This design comes from an exercise in tuning for small area and a short achievable clock period on the open sky130 flow, not from production work.

==> module tawas, before the edit <==
module tawas
(
  input  logic                      clk,
  input  logic                      reset,
  output logic [24-1:0]    iaddr,
  input  logic [31:0]               idata,
  output logic [31:0]               daddr,
  output logic                      dcs,
  output logic                      dwr,
  output logic [31:0]               dout,
  input  logic [31:0]               din,
  output logic [4-1:0] halted
);
  localparam int PW = 24;
  logic [1:0] slice;
  logic [1:0] dec_slice;
  logic       dec_vld;
  logic [255:0] bank0, bank1, bank2, bank3;
  logic [2:0]   clr;                         
  logic         z0, z1, z2, z3;
  logic [PW-1:0] pc0, pc1, pc2, pc3;
  logic [3:0]  op;
  logic [2:0]  rd, ra, rb;
  logic [15:0] imm;
  assign op  = idata[31:28];
  assign rd  = idata[27:25];
  assign ra  = idata[24:22];
  assign rb  = idata[21:19];
  assign imm = idata[15:0];
  logic [31:0] ra_data, rb_data;
  logic [7:0] ra_oh, rb_oh;
  tawas_rdsel rdsel_a (.sel(ra), .onehot(ra_oh));
  tawas_rdsel rdsel_b (.sel(rb), .onehot(rb_oh));
  tawas_rdmux rdmux_a (.bank(bank0), .onehot(ra_oh), .q(ra_data));
  tawas_rdmux rdmux_b (.bank(bank0), .onehot(rb_oh), .q(rb_data));
  logic [15:0] d_lo, d_hi0, d_hi1;
  logic        d_c16;
  tawas_agen agen (.a(ra_data), .imm(imm), .lo(d_lo), .c16(d_c16), .hi0(d_hi0), .hi1(d_hi1));
  logic d_ldi, d_add, d_sub, d_and, d_or, d_xor, d_shl, d_ld, d_st, d_halt, d_taken;
  assign d_ldi  = dec_vld && (op == 4'd1);
  assign d_add  = dec_vld && (op == 4'd2);
  assign d_sub  = dec_vld && (op == 4'd3);
  assign d_and  = dec_vld && (op == 4'd4);
  assign d_or   = dec_vld && (op == 4'd5);
  assign d_xor  = dec_vld && (op == 4'd6);
  assign d_shl  = dec_vld && (op == 4'd7);
  assign d_ld   = dec_vld && (op == 4'd8);
  assign d_st   = dec_vld && (op == 4'd9);
  assign d_halt = dec_vld && (op == 4'd12);
  assign d_taken = dec_vld && (((op == 4'd10) && z0) || ((op == 4'd11) && !z0));
  logic [PW-1:0] d_pc_next;
  logic [PW-1:0] d_pc_step;
  logic [PW:0]   d_pc_sum;
  assign d_pc_step = {{(PW-16){imm[15]}}, imm} & {PW{d_taken}};
  assign d_pc_sum  = {pc1, 1'b1} + {d_pc_step, dec_vld && !d_halt && !d_taken};
  assign d_pc_next = d_pc_sum[PW:1];
  logic        e_wr, e_setz, e_arith, e_sub, e_shl, e_ld, e_st;
  logic [3:0]  e_lut;
  logic [2:0]  e_rd;
  logic [31:0] e_a, e_b;    
  logic [15:0] e_dlo, e_dhi0, e_dhi1;
  logic        e_dc16;
  always_ff @(posedge clk) begin
    if (reset) begin
      slice     <= 2'd0;
      dec_slice <= 2'd0;
      dec_vld   <= 1'b0;
      halted    <= '0;
      e_wr      <= 1'b0;
      e_setz    <= 1'b0;
      e_ld      <= 1'b0;
      e_st      <= 1'b0;
    end else begin
      slice     <= slice + 2'd1;
      dec_slice <= slice;
      dec_vld   <= !halted[slice];
      if (d_halt) halted[dec_slice] <= 1'b1;
      e_wr      <= d_ldi || d_add || d_sub || d_and || d_or || d_xor || d_shl;
      e_setz    <= d_add || d_sub || d_and || d_or || d_xor || d_shl;
      e_ld      <= d_ld;
      e_st      <= d_st;
    end
  end
  always_ff @(posedge clk) begin
    e_sub   <= (op == 4'd3);
    e_arith <= (op == 4'd2) || (op == 4'd3);
    e_shl   <= (op == 4'd7);
    case (op)
      4'd1:    e_lut <= 4'b1010;    
      4'd4:    e_lut <= 4'b1000;    
      4'd5:    e_lut <= 4'b1110;    
      4'd6:    e_lut <= 4'b0110;    
      default: e_lut <= 4'b0000;
    endcase
    e_rd   <= rd;
    e_a    <= ra_data;
    e_b    <= (op == 4'd1) ? {{16{imm[15]}}, imm} : (rb_data ^ {32{op == 4'd3}});
    e_dlo  <= d_lo;
    e_dc16 <= d_c16;
    e_dhi0 <= d_hi0;
    e_dhi1 <= d_hi1;
  end
  assign dcs   = e_ld || e_st;
  assign dwr   = e_st;
  assign daddr = {e_dc16 ? e_dhi1 : e_dhi0, e_dlo};
  assign dout  = e_b;
  logic [31:0] result;
  tawas_alu alu (
    .a(e_a), .b(e_b), .sub(e_sub), .arith(e_arith), .op_shl(e_shl), .lut(e_lut),
    .result(result)
  );
  logic        w_we, w_ld, w_z;
  logic [2:0]  w_rd;
  logic [31:0] w_res;
  always_ff @(posedge clk) begin
    if (reset) begin
      w_we <= 1'b0;
      w_ld <= 1'b0;
      w_z  <= 1'b0;
    end else begin
      w_we <= e_wr || e_ld;
      w_ld <= e_ld;
      w_z  <= e_setz;
    end
  end
  always_ff @(posedge clk) begin
    w_rd   <= e_rd;
    w_res  <= result;
  end
  logic [31:0] wdata;
  assign wdata = w_ld ? din : w_res;
  logic clearing;
  assign clearing = reset || clr[0];
  always_ff @(posedge clk) begin
    bank0 <= bank3;
    bank1 <= bank0;
    bank2 <= bank1;
    for (int r = 0; r < 8; r++) begin
      if (w_we && !reset && (w_rd == 3'(r)))
        bank3[r*32 +: 32] <= wdata;
      else
        bank3[r*32 +: 32] <= bank2[r*32 +: 32] & {32{!clearing}};
    end
  end
  always_ff @(posedge clk) begin
    if (reset) begin
      clr  <= 3'b111;
      z0   <= 1'b0;
      z1   <= 1'b0;
      z2   <= 1'b0;
      z3   <= 1'b0;
    end else begin
      clr  <= {1'b0, clr[2:1]};
      z0 <= z3;
      z1 <= z0;
      z2 <= z1;
      z3 <= w_z ? (w_res == 32'd0) : z2;
    end
  end
  always_ff @(posedge clk) begin
    if (reset) begin
      pc0 <= PW'(0);
      pc1 <= PW'(3 * 64);
      pc2 <= PW'(2 * 64);
      pc3 <= PW'(1 * 64);
    end else begin
      pc0 <= pc3;
      pc1 <= pc0;
      pc2 <= d_pc_next;
      pc3 <= pc2;
    end
  end
  assign iaddr = pc0;
endmodule
clock: 10.0 ns
lec_check: 0
cap_margin: 20
core_margin: 2
core_utilization: 40
slew_margin: 20
synth_hierarchical: 1
synth_minimum_keep_size: 0
standard.sh (not shown) runs the stock make flow with config.mk's settings and CLKGATE_MAP_FILE= SYNTH_SCRIPT=/design/flow/synth_recipe.tcl, a recipe that flattens the netlist after the stock synthesis.
==> flow/flow/run.sh <==
#!/bin/bash
set -euo pipefail
export BUFFER_PORTS_ARGS="-buffer_cell sky130_fd_sc_hd__buf_2"
export SETUP_SLACK_MARGIN=6.3
export CTS_ARGS="-sink_clustering_enable -repair_clock_nets -dont_use_dummy_load -sink_clustering_size 30 -sink_clustering_max_diameter 60"
bash standard.sh > standard_flow.log 2>&1
Change:
--- a/flow/design.v
+++ b/flow/design.v
@@ -183,10 +183,19 @@
   tawas_rdmux rdmux_a (.bank(bank0), .onehot(ra_oh), .q(ra_data));
   tawas_rdmux rdmux_b (.bank(bank0), .onehot(rb_oh), .q(rb_data));
   logic [15:0] d_lo, d_hi0, d_hi1;
   logic        d_c16;
   tawas_agen agen (.a(ra_data), .imm(imm), .lo(d_lo), .c16(d_c16), .hi0(d_hi0), .hi1(d_hi1));
+  logic [PW-1:0] d_pc_next;
+  always_comb begin
+    if (d_taken)
+      d_pc_next = pc1 + {{(PW-16){imm[15]}}, imm};
+    else if (dec_vld && !d_halt)
+      d_pc_next = pc1 + PW'(1);
+    else
+      d_pc_next = pc1;
+  end
   logic d_ldi, d_add, d_sub, d_and, d_or, d_xor, d_shl, d_ld, d_st, d_halt, d_taken;
   assign d_ldi  = dec_vld && (op == 4'd1);
   assign d_add  = dec_vld && (op == 4'd2);
   assign d_sub  = dec_vld && (op == 4'd3);
   assign d_and  = dec_vld && (op == 4'd4);
@@ -195,16 +204,10 @@
   assign d_shl  = dec_vld && (op == 4'd7);
   assign d_ld   = dec_vld && (op == 4'd8);
   assign d_st   = dec_vld && (op == 4'd9);
   assign d_halt = dec_vld && (op == 4'd12);
   assign d_taken = dec_vld && (((op == 4'd10) && z0) || ((op == 4'd11) && !z0));
-  logic [PW-1:0] d_pc_next;
-  logic [PW-1:0] d_pc_step;
-  logic [PW:0]   d_pc_sum;
-  assign d_pc_step = {{(PW-16){imm[15]}}, imm} & {PW{d_taken}};
-  assign d_pc_sum  = {pc1, 1'b1} + {d_pc_step, dec_vld && !d_halt && !d_taken};
-  assign d_pc_next = d_pc_sum[PW:1];
   logic        e_wr, e_setz, e_arith, e_sub, e_shl, e_ld, e_st;
   logic [3:0]  e_lut;
   logic [2:0]  e_rd;
   logic [31:0] e_a, e_b;    
   logic [15:0] e_dlo, e_dhi0, e_dhi1;
Maximum frequency is higher by 1.6%.
Wire length decreases by 1.9%.
Hold slack hardly moves.
Worst setup slack is better by 0.063 ns.
Area after synthesis grows by 0.64%.
No run of this note included a check of the RTL's function; only the layout flow was run.

re-timing with driven ports:
The results above use ideal ports. As a check the final layouts listed here were re-extracted and re-timed, cells and wires unchanged. Step 1 (the two cells are an assumption about what drives the block):
set clk [get_ports {clk}]
set_driving_cell -lib_cell sky130_fd_sc_hd__clkbuf_16 $clk
set_driving_cell -lib_cell sky130_fd_sc_hd__buf_2 [delete_from_list [all_inputs] $clk]
Step 2 also shifts input and output timing later by t, the mid clock arrival at the registers, as if the neighbouring blocks saw the same clock. Three values: no drivers, after step 1, after step 2; two values: the first two.
run | t, ns | setup slack, ns | worst data-port slew with drivers (ns)
the first run | 0.694 | 6.047 / 6.054 / 5.360 | 0.09
the second run | 0.719 | 6.110 / 6.089 / 5.370 | 0.12
After both steps setup and hold are still met in every run listed. For the second run, which loses most, drivers alone change the setup slack by -0.021 ns; drivers and shift together by -0.740 ns.
